Source: an optimization exercise on an open RTL-to-GDS flow (aim: a short achievable clock period and few clock cycles). Production flows keep margins and buffers that such runs may drop. Function was checked by simulation only, so behaviour that the tests miss may differ from the original. Power figures rest on the tool's default switching activity, not on a simulated workload.

run a:
## pipelineTop
module pipelineTop (
	input logic CLK,
	input logic RSTB,
	input logic imemWrite,
	input logic [5:0] imemAddr,
	input logic [31:0] imemData,
	input logic run,
	output logic wbWrite,
	output logic [3:0] wbDst,
	output logic [15:0] wbData
);
	logic fValid;
	pipePkg::opT fOp;
	pipePkg::regMaskT fSrc1h;
	logic fMatch1;
	logic fMatch2;
	pipePkg::regMaskT read1h;
	logic [1:0] numAdd;
	logic [1:0] numSub;
	logic xValid;
	logic xSub;
	logic xAdd;
	pipePkg::regMaskT xSrc1h;
	pipePkg::regIdT xDst;
	logic xChain;
	pipePkg::dataT xOperand;
	logic [4:0] xConst;
	logic bSub;
	logic bAdd;
	pipePkg::regMaskT bSrc1h;
	logic [pipePkg::REG_COUNT-1:0][pipePkg::DATA_WIDTH-1:0] regs;
	fetchStage i_fetchStage (
		.CLK(CLK),
		.RSTB(RSTB),
		.imemWrite(imemWrite),
		.imemAddr(imemAddr),
		.imemData(imemData),
		.run(run),
		.xValid(xValid),
		.xDst(xDst),
		.fValid(fValid),
		.fOp(fOp),
		.fSrc1h(fSrc1h),
		.fMatch1(fMatch1),
		.fMatch2(fMatch2)
	);
	decodeStage i_decodeStage (
		.fMatch1(fMatch1),
		.fMatch2(fMatch2),
		.fSrc1h(fSrc1h),
		.fSub(fOp.sub),
		.fAdd(fOp.add),
		.xChain(xChain),
		.xSrc1h(xSrc1h),
		.xSub(xSub),
		.xAdd(xAdd),
		.bSrc1h(bSrc1h),
		.bSub(bSub),
		.bAdd(bAdd),
		.read1h(read1h),
		.numAdd(numAdd),
		.numSub(numSub)
	);
	ex1Stage i_ex1Stage (
		.CLK(CLK),
		.RSTB(RSTB),
		.fValid(fValid),
  ...
Settings: LEC_CHECK=0, CAP_MARGIN=20, CORE_MARGIN=2, CORE_UTILIZATION=60, CTS_CLUSTER_DIAMETER=100, CTS_CLUSTER_SIZE=24, HOLD_SLACK_MARGIN=0.05, PLACE_DENSITY=0.75, SETUP_SLACK_MARGIN=2.0, SLEW_MARGIN=20; clock period 3.6 ns.
run.sh (not shown) runs the stock make flow with config.mk's settings and CLKGATE_MAP_FILE= SYNTH_SCRIPT=/design/flow/synth_recipe.tcl, a recipe that flattens the netlist after the stock synthesis.
Testbench counts of run a, summed over its fixed seeds: cycles 6,241.
Input changes introduced in run b (baseline for comparison: run a):
- PLACE_DENSITY: 0.75 -> unset
### Flow results
Changes observed in run b relative to run a: part of the power in the clock network decreased by 0.6 points relative to the old numbers; count of antenna diodes in the layout fell by 1; power of the clock network lost about 2%; routed wire length on met3 decreased 31%; total iterations of the first detailed-routing run went down. Run b vs run a, top metal layer carrying routed signals: met4 vs met5. Having completed the whole flow, run b delivered a layout that passed the timing, design-rule and antenna checks.


== red ==
Another version of the RTL of pipelineTop (not shown whole).
Size in the first run: ~3600 cells after synthesis, about 63 I/O pins.
make LEC_CHECK=0 CAP_MARGIN=20 CORE_MARGIN=2 CORE_UTILIZATION=60 CTS_CLUSTER_DIAMETER=100 CTS_CLUSTER_SIZE=24 HOLD_SLACK_MARGIN=0.05 SETUP_SLACK_MARGIN=2.0 SLEW_MARGIN=20 finish   # period 3.6 ns
red completed; timing, DRC and antenna clean
Testbench counts of red, summed over its fixed seeds: cycles 6,336.
--- input diff red..blue ---
# red
export LEC_CHECK = 0
export CAP_MARGIN = 20
export CORE_MARGIN = 2
export CORE_UTILIZATION = 60
export CTS_CLUSTER_DIAMETER = 100
export CTS_CLUSTER_SIZE = 24
export HOLD_SLACK_MARGIN = 0.05
export SETUP_SLACK_MARGIN = 2.0
export SLEW_MARGIN = 20
create_clock -name core_clock -period 3.6 [get_ports {CLK}]
# blue
export LEC_CHECK = 0
export CAP_MARGIN = 20
export CORE_MARGIN = 2
export CORE_UTILIZATION = 80
export CTS_CLUSTER_DIAMETER = 60
export CTS_CLUSTER_SIZE = 24
export HOLD_SLACK_MARGIN = 0.05
export SETUP_SLACK_MARGIN = 2.0
export SLEW_MARGIN = 20
create_clock -name core_clock -period 3.6 [get_ports {CLK}]
### Flow results
- In blue, the post-layout worst setup margin came out 11 ps below the value in red.
- Growth of design area from synthesis to finish (lower): blue
- Power: blue draws more than red
- Fraction of power consumed by combinational cells: blue higher than red
- Proportion of power drawn by the clock network in blue is 0.7 points higher than in red
Here is what was changed in the inputs of green compared with blue.
# blue
export LEC_CHECK = 0
export CAP_MARGIN = 20
export CORE_MARGIN = 2
export CORE_UTILIZATION = 80
export CTS_CLUSTER_DIAMETER = 60
export CTS_CLUSTER_SIZE = 24
export HOLD_SLACK_MARGIN = 0.05
export SETUP_SLACK_MARGIN = 2.0
export SLEW_MARGIN = 20
create_clock -name core_clock -period 3.6 [get_ports {CLK}]
# green
export LEC_CHECK = 0
export CAP_MARGIN = 20
export CORE_MARGIN = 2
export CORE_UTILIZATION = 70
export CTS_CLUSTER_DIAMETER = 80
export CTS_CLUSTER_SIZE = 30
export HOLD_SLACK_MARGIN = 0.05
export SETUP_SLACK_MARGIN = 2.0
export SLEW_MARGIN = 20
create_clock -name core_clock -period 3.6 [get_ports {CLK}]
Global-route met3 utilization: higher on blue
The arrival time reported for the critical path endpoint of green is higher than that of blue.
green -> blue: adder-cell share of the synthesized area delta 0, exact match
Wire length reported by the detailed router of green falls short of that of blue by more than 10%.
Lower area growth from synthesis to layout goes to green over blue.
--- input diff green..orange ---
# green
export LEC_CHECK = 0
export CAP_MARGIN = 20
export CORE_MARGIN = 2
export CORE_UTILIZATION = 70
export CTS_CLUSTER_DIAMETER = 80
export CTS_CLUSTER_SIZE = 30
export HOLD_SLACK_MARGIN = 0.05
export SETUP_SLACK_MARGIN = 2.0
export SLEW_MARGIN = 20
create_clock -name core_clock -period 3.6 [get_ports {CLK}]
# orange
export LEC_CHECK = 0
export CAP_MARGIN = 20
export CORE_MARGIN = 2
export CORE_UTILIZATION = 85
export CTS_CLUSTER_DIAMETER = 60
export CTS_CLUSTER_SIZE = 30
export HOLD_SLACK_MARGIN = 0.05
export SETUP_SLACK_MARGIN = 2.0
export SLEW_MARGIN = 20
create_clock -name core_clock -period 3.6 [get_ports {CLK}]
### Flow results
orange did not make it past global routing (5_1_grt), where a tool error ended it.
| global placer's final weighted congestion | orange vs green | about 5% higher |
Reported for green and orange, fraction of synthesized cell area in xor and xnor cells turned out identical to the last digit.
orange — die span in y about 9% lower, green as reference
As far as fraction of registers with async set or reset after synthesis is concerned, orange and green perform about the same.
Comparing orange against green, there is no change at all in synthesized netlist net count.
Measured against orange, the post-CTS setup repair buffer count of green comes out at 0.66 times the reference value.
Comparing green with orange, the port buffer count came out essentially unchanged.
For the total placed instance area, orange came in about 0.6% lower than green did.
For the number of buffers inserted during clock tree synthesis, orange came in about 10% higher than green did.
In the metrics for green and orange, the one carrying the lower placed wire-length estimate is green.
Width of the die: orange lower than green


Setup of build 40:
Another version of the RTL of pipelineTop (not shown whole).
Size: roughly 3600 cells after synthesis, ~63 I/O pins.
==> flow/config.mk <==
export PLATFORM = sky130hd
export DESIGN_NAME = pipelineTop
export DESIGN_NICKNAME = pipelineTop
export VERILOG_FILES = /design/flow/design.v
export SDC_FILE = /design/flow/constraint.sdc
export NUM_CORES = 4
export LEC_CHECK = 0
export CAP_MARGIN = 20
export CORE_MARGIN = 2
export CORE_UTILIZATION = 70
export CTS_CLUSTER_DIAMETER = 80
export CTS_CLUSTER_SIZE = 30
export HOLD_SLACK_MARGIN = 0.05
export SETUP_SLACK_MARGIN = 2.0
export SLEW_MARGIN = 20
==> flow/constraint.sdc <==
create_clock -name core_clock -period 3.6 [get_ports {CLK}]
set_input_delay 0.7200 -clock core_clock [delete_from_list [all_inputs] [get_ports {CLK}]]
set_output_delay 0.7200 -clock core_clock [all_outputs]
set_load 0.01 [all_outputs]
Build 40 went all the way through synthesis, placement and routing and the layout is clean on timing, DRC and antenna.
Testbench counts of build 40, summed over its fixed seeds: cycles 6,273.
Relative to build 40, the following input files were edited for build 58:
- a change of CTS_CLUSTER_DIAMETER from 80 to 100
- a change of CORE_UTILIZATION from 70 to 60
- a change of CTS_CLUSTER_SIZE from 30 to 24
### Flow results
- Build 58: no failed stages, no open violations at the end
- Of build 40 and build 58, build 40 shows the lower largest net degree at the start of global routing, with build 58 above it.
- Build 40 reports its start point of the critical path as imemData[29] while build 58 reports i_ex2Stage.wbWrite.
- NOTE: final critical-path required period in build 58 falls short of that of build 40
- In the reports for build 40 and build 58, the larger number of buffers other than clock buffers in the final layout belongs to build 58.
- When build 58 is measured against build 40, its placeable core area turns out about 17% higher.
- Between build 40 and build 58, the worst stage delay on the critical path is higher for build 40.
- Comparing build 58 with build 40, the clock transition at the registers of the reported paths came out essentially unchanged.
- Status: total number of vias parity (build 40, build 58)
- | total power after layout | build 58 vs build 40 | worse |
- Reported for build 40 and build 58, xor/xnor cell area share of the yosys netlist turned out identical to the last digit.
What build 36 does differently from build 58 at the input level:
- PLACE_DENSITY: unset -> 0.75
--- outcome ---
Final wirelength in build 36 is about 3.5% lower than in build 58
The total number of multi-input combinational cells of build 58 and that of build 36 are within noise of each other.
Compared with build 58, in build 36 layout overhead on the synthesized area lower, maximum number of pins on one net before global-route repair higher, final net count lower.
Build 58 and build 36 ended up with nearly the same clock network power share.
Number of primary I/O pins: build 58 vs build 36 identical


gamma:
Another version of the RTL of pipelineTop (not shown whole).
For scale: roughly 3500 cells after synthesis, roughly 1300 flip-flops, about 63 I/O pins.
==> flow/config.mk <==
export PLATFORM = sky130hd
export DESIGN_NAME = pipelineTop
export DESIGN_NICKNAME = pipelineTop
export VERILOG_FILES = /design/flow/design.v
export SDC_FILE = /design/flow/constraint.sdc
export NUM_CORES = 4
export LEC_CHECK = 0
export CAP_MARGIN = 20
export CORE_MARGIN = 2
export CORE_UTILIZATION = 60
export CTS_CLUSTER_DIAMETER = 100
export CTS_CLUSTER_SIZE = 24
export HOLD_SLACK_MARGIN = 0.05
export PLACE_DENSITY = 0.75
export SETUP_SLACK_MARGIN = 2.0
export SLEW_MARGIN = 20
==> flow/constraint.sdc <==
create_clock -name core_clock -period 3.6 [get_ports {CLK}]
set_input_delay 0.7200 -clock core_clock [delete_from_list [all_inputs] [get_ports {CLK}]]
set_output_delay 0.7200 -clock core_clock [all_outputs]
set_load 0.01 [all_outputs]
Testbench counts of gamma, summed over its fixed seeds: cycles 6,241.
#### Input delta (epsilon over gamma)
Settings: PLACE_DENSITY: 0.75 -> unset.
==> run summary <==
- Looking only at register-to-register slack, and setting everything else aside, the higher value of epsilon and gamma goes to epsilon.
- Going from gamma to epsilon, count of plain and timing-repair buffers grows by about 6%.
- Sort epsilon and gamma by buffering overhead desc -> top: epsilon
- epsilon vs gamma, critical path's slowest cell: sky130_fd_sc_hd__dfrtp_1 vs sky130_fd_sc_hd__dfxtp_4
- Across both runs, count of TritonRoute iterations in the first routing pass was higher for epsilon than for gamma.
- Relative to gamma, the cell area of epsilon is higher by 0.94%.

-- afterwards: timing with drivers on the ports --
Ports are ideal in the flow. The routed layouts listed here were re-timed in OpenROAD.
Step 1: set_driving_cell puts a clkbuf_16 on CLK and a buf_2 on each other input, an assumption about the parent block.
Step 2, shift: input delay + t, output delay - t, t = (earliest + latest rising clock arrival at the registers) / 2. This alone moves slack from input paths to output paths.
Three values: no drivers, after step 1, after step 2; two values: the first two.
| run | t (ns) | setup WS [ns] | latest minus earliest clock arrival (ns) | worst register clock-pin slew, ns |
|---|---|---|---|---|
| run a | 0.720 | 1.418 / 1.418 / 1.229 | 0.035 / 0.035 | 0.10 / 0.10 |
| run b | 0.712 | 1.423 / 1.423 / 1.269 | 0.024 / 0.023 | 0.10 / 0.10 |
| red | 0.714 | 1.705 / 1.626 / 1.317 | 0.032 / 0.032 | 0.10 / 0.10 |
| blue | 0.726 | 1.694 / 1.627 / 0.999 | 0.060 / 0.059 | 0.13 / 0.13 |
| green | 0.723 | 1.674 / 1.601 / 1.253 | 0.028 / 0.028 | 0.12 / 0.12 |
| build 40 | 0.716 | 1.642 / 1.619 / 0.975 | 0.043 / 0.043 | 0.12 / 0.12 |
| build 58 | 0.716 | 1.665 / 1.594 / 1.184 | 0.032 / 0.031 | 0.10 / 0.10 |
| build 36 | 0.707 | 1.686 / 1.618 / 1.182 | 0.039 / 0.039 | 0.10 / 0.10 |
| gamma | 0.713 | 1.684 / 1.642 / 1.229 | 0.032 / 0.032 | 0.10 / 0.10 |
| epsilon | 0.721 | 1.680 / 1.611 / 1.315 | 0.034 / 0.034 | 0.10 / 0.10 |
After both steps every run listed still meets setup and hold. The setup slack of blue, which loses most, moves by -0.067 ns with the drivers and by -0.695 ns with both steps.
